What follows belongs to an exercise in optimizing a design on an open flow for small area, a short achievable clock period and few clock cycles per item; a production flow would make more cautious choices.
At most, simulation tests tie the RTL to the original design; equivalence was not proved. No driver is modelled on the clock port, so clocking that relies on it looks cheaper here than on a real chip.

## run A
## intra4x4_pred_engine
module intra4x4_pred_engine #(
    parameter int PIX_W    = 8,
    parameter int BLK_COLS = 64,
    parameter int BLK_ROWS = 64,
    parameter int ADDR_W   = 14
) (
    input  logic                     clk,
    input  logic                     rst_n,
    input  logic                     start,
    input  logic [1:0]               mode_cfg,
    output logic                     fetch_req,
    output logic [ADDR_W-1:0]        fetch_addr,
    input  logic                     fetch_valid,
    input  logic [4*PIX_W-1:0]       fetch_data,
    output logic                     res_valid,
    input  logic                     res_ready,
    output logic [16*(PIX_W+1)-1:0]  res_data,
    output logic [1:0]               res_mode,
    output logic [PIX_W+3:0]         res_sad,
    output logic                     busy,
    output logic                     frame_done
);
==> flow/config.mk <==
export PLATFORM = sky130hd
export DESIGN_NAME = intra4x4_pred_engine
export DESIGN_NICKNAME = intra4x4_pred_engine
export VERILOG_FILES = /design/flow/design.v
export SDC_FILE = /design/flow/constraint.sdc
export NUM_CORES = 4
export LEC_CHECK = 0
export CAP_MARGIN = 20
export CORE_MARGIN = 2
export CORE_UTILIZATION = 60
export SLEW_MARGIN = 20
==> flow/constraint.sdc <==
create_clock -name core_clock -period 20.0 [get_ports {clk}]
set_input_delay 4.0000 -clock core_clock [delete_from_list [all_inputs] [get_ports {clk}]]
set_output_delay 4.0000 -clock core_clock [all_outputs]
set_load 0.01 [all_outputs]
standard.sh (not shown) runs the stock make flow with config.mk's settings and CLKGATE_MAP_FILE= SYNTH_SCRIPT=/design/flow/synth_recipe.tcl, a recipe that flattens the netlist after the stock synthesis.
==> flow/flow/run.sh <==
#!/bin/bash
# Standard ORFS layout with a larger setup repair margin, no CTS dummy loads, clkbuf_8 sink clusters.
bash standard.sh SETUP_SLACK_MARGIN=14.6 "CTS_ARGS=-sink_clustering_enable -repair_clock_nets -dont_use_dummy_load -sink_clustering_size 16 -sink_clustering_max_diameter 50 -buf_list sky130_fd_sc_hd__clkbuf_8 -root_buf sky130_fd_sc_hd__clkbuf_16" finish > standard.log 2>&1
Having completed the whole flow, run A delivered a layout that passed the timing, design-rule and antenna checks.
Changes in run B relative to run A:
-- flow/design.v --
<<< run A, line 278
    logic [SAD_W-1:0]   sad_sel;
    logic               v_lt_dc, h_lt_dc, h_lt_v, pick_v, pick_h;
    always_comb begin
        v_lt_dc = acc[2] < acc[0];
        h_lt_dc = acc[1] < acc[0];
        h_lt_v  = acc[1] < acc[2];
        pick_v  = a_tav && v_lt_dc;
        pick_h  = a_lav && (pick_v ? h_lt_v : h_lt_dc);
>>> run B, line 278
    logic [SAD_W-1:0]   sad_sel;
    logic               v_lt_dc, h_lt_dc, h_lt_v, pick_v, pick_h;
    function automatic logic rlt(input logic [SAD_W-1:0] a, input logic [SAD_W-1:0] b);
        logic bw;
        bw = 1'b0;
        for (int i = 0; i < SAD_W; i++)
            bw = (~a[i] & b[i]) | (~(a[i] ^ b[i]) & bw);
        rlt = bw;
    endfunction
    always_comb begin
        v_lt_dc = rlt(acc[2], acc[0]);
        h_lt_dc = rlt(acc[1], acc[0]);
        h_lt_v  = rlt(acc[1], acc[2]);
        pick_v  = a_tav && v_lt_dc;
        pick_h  = a_lav && (pick_v ? h_lt_v : h_lt_dc);
==> run summary <==
Run B ends up with a number of cells on the worst reg-to-reg path that is 4 lower than in run A. Across both runs, net count of the mapped netlist was lower for run B than for run A. Wire: run B routes less than run A. Run A has a lower fraction of area in registers than run B. The met3 usage in global routing in run B sits 0.36 points below the value recorded for run A.
Function was not checked in any run of this note: the RTL went through the layout flow alone.

--- another note on this design; it stands on its own ---

## main
// intra4x4_pred_engine
module intra4x4_pred_engine #(
    parameter int PIX_W    = 8,
    parameter int BLK_COLS = 64,
    parameter int BLK_ROWS = 64,
    parameter int ADDR_W   = 14
) (
    input  logic                     clk,
    input  logic                     rst_n,
    input  logic                     start,
    input  logic [1:0]               mode_cfg,
    output logic                     fetch_req,
    output logic [ADDR_W-1:0]        fetch_addr,
    input  logic                     fetch_valid,
    input  logic [4*PIX_W-1:0]       fetch_data,
    output logic                     res_valid,
    input  logic                     res_ready,
    output logic [16*(PIX_W+1)-1:0]  res_data,
    output logic [1:0]               res_mode,
    output logic [PIX_W+3:0]         res_sad,
    output logic                     busy,
    output logic                     frame_done
);
    localparam int RES_W = PIX_W + 1;
    localparam int SAD_W = PIX_W + 4;
    localparam int ROW_W = 4 * PIX_W;
    localparam int COL_W = $clog2(BLK_COLS);
    localparam int BR_W  = $clog2(BLK_ROWS);
    localparam int CNT_W = BR_W + COL_W + 2;           
    localparam int NROWS = BLK_ROWS * BLK_COLS * 4;    
    localparam int RING  = BLK_COLS * 4;               
    localparam int LAG_W = $clog2(RING);
    localparam int WTAP  = 9;                          
    logic               running;        
    logic               idle;           
    logic               nreq;           
    logic               nvalid;         
    logic [1:0]         mode_q;
    logic [CNT_W-1:0]   fcnt;           
    logic               flast;          
    logic               fdone;          
    logic [CNT_W:0]     ecnt;           
  ...
export LEC_CHECK = 0
export CAP_MARGIN = 20
export CORE_MARGIN = 2
export CORE_UTILIZATION = 60
export SLEW_MARGIN = 20
create_clock -name core_clock -period 20.0 [get_ports {clk}]
standard.sh (not shown) runs the stock make flow with config.mk's settings and CLKGATE_MAP_FILE= SYNTH_SCRIPT=/design/flow/synth_recipe.tcl, a recipe that flattens the netlist after the stock synthesis.
==> flow/flow/run.sh <==
#!/bin/bash
# Standard ORFS layout with a larger setup repair margin, no CTS dummy loads, larger sink clusters.
bash standard.sh SETUP_SLACK_MARGIN=14.6 "CTS_ARGS=-sink_clustering_enable -repair_clock_nets -dont_use_dummy_load -sink_clustering_size 30 -sink_clustering_max_diameter 80" finish > standard.log 2>&1
The flow did not stop early for main: all stages ran, and the layout cleared the timing, design-rule and antenna checks.
Testbench counts of main, summed over its fixed seeds: cycles 262,256, blocks 65,536.
What the feature branch does differently from main at the input level:
==> flow/flow/run.sh <==
#!/bin/bash
# Standard ORFS layout with a larger setup repair margin, no CTS dummy loads, clkbuf_8 sink clusters.
bash standard.sh SETUP_SLACK_MARGIN=14.8 "CTS_ARGS=-sink_clustering_enable -repair_clock_nets -dont_use_dummy_load -sink_clustering_size 16 -sink_clustering_max_diameter 50 -buf_list sky130_fd_sc_hd__clkbuf_8 -root_buf sky130_fd_sc_hd__clkbuf_16" finish > standard.log 2>&1
==> comparison <==
In summary, the feature branch completed successfully, with a layout that passed the timing, design-rule and antenna checks.
The feature branch can be clocked faster than main.
main → the feature branch: global-route usage has increased, max-slew violation count barely changed, largest fanout on the critical path lost 4, detailed-route wire length shows an increase of about 0.6%.
main reports its start point of the critical path as fcnt[3] while the feature branch reports res_valid.

re-timing with driven ports:
Ports are ideal in the flow. The routed layouts listed here were re-timed in OpenROAD. Step 1: set_driving_cell puts a clkbuf_16 on clk and a buf_2 on each other input, an assumption about the parent block. Step 2 adds t to the input delays and takes it off the output delays; t is the mean of the earliest and latest rising clock arrival at the registers after step 1. Input paths then give back, and output paths get back, about the clock's delay inside the block. Three values: ideal, step 1, step 2; two values: the first two.
run | t, ns | setup slack, ns | worst setup path at the end | worst register clock-pin slew, ns | worst data-port slew with drivers (ns)
run A | 0.805 | 14.644 / 14.566 / 14.112 | input to register | 0.10 / 0.10 | 0.07
run B | 0.812 | 14.622 / 14.546 / 14.216 | input to register | 0.10 / 0.10 | 0.05
main | 0.770 | 14.613 / 14.540 / 14.274 | input to register | 0.12 / 0.12 | 0.08
the feature branch | 0.798 | 14.705 / 14.628 / 14.216 | input to register | 0.10 / 0.10 | 0.08
After both steps setup and hold are still met in every run listed. For run A, which loses most, drivers alone change the setup slack by -0.078 ns; drivers and shift together by -0.532 ns.
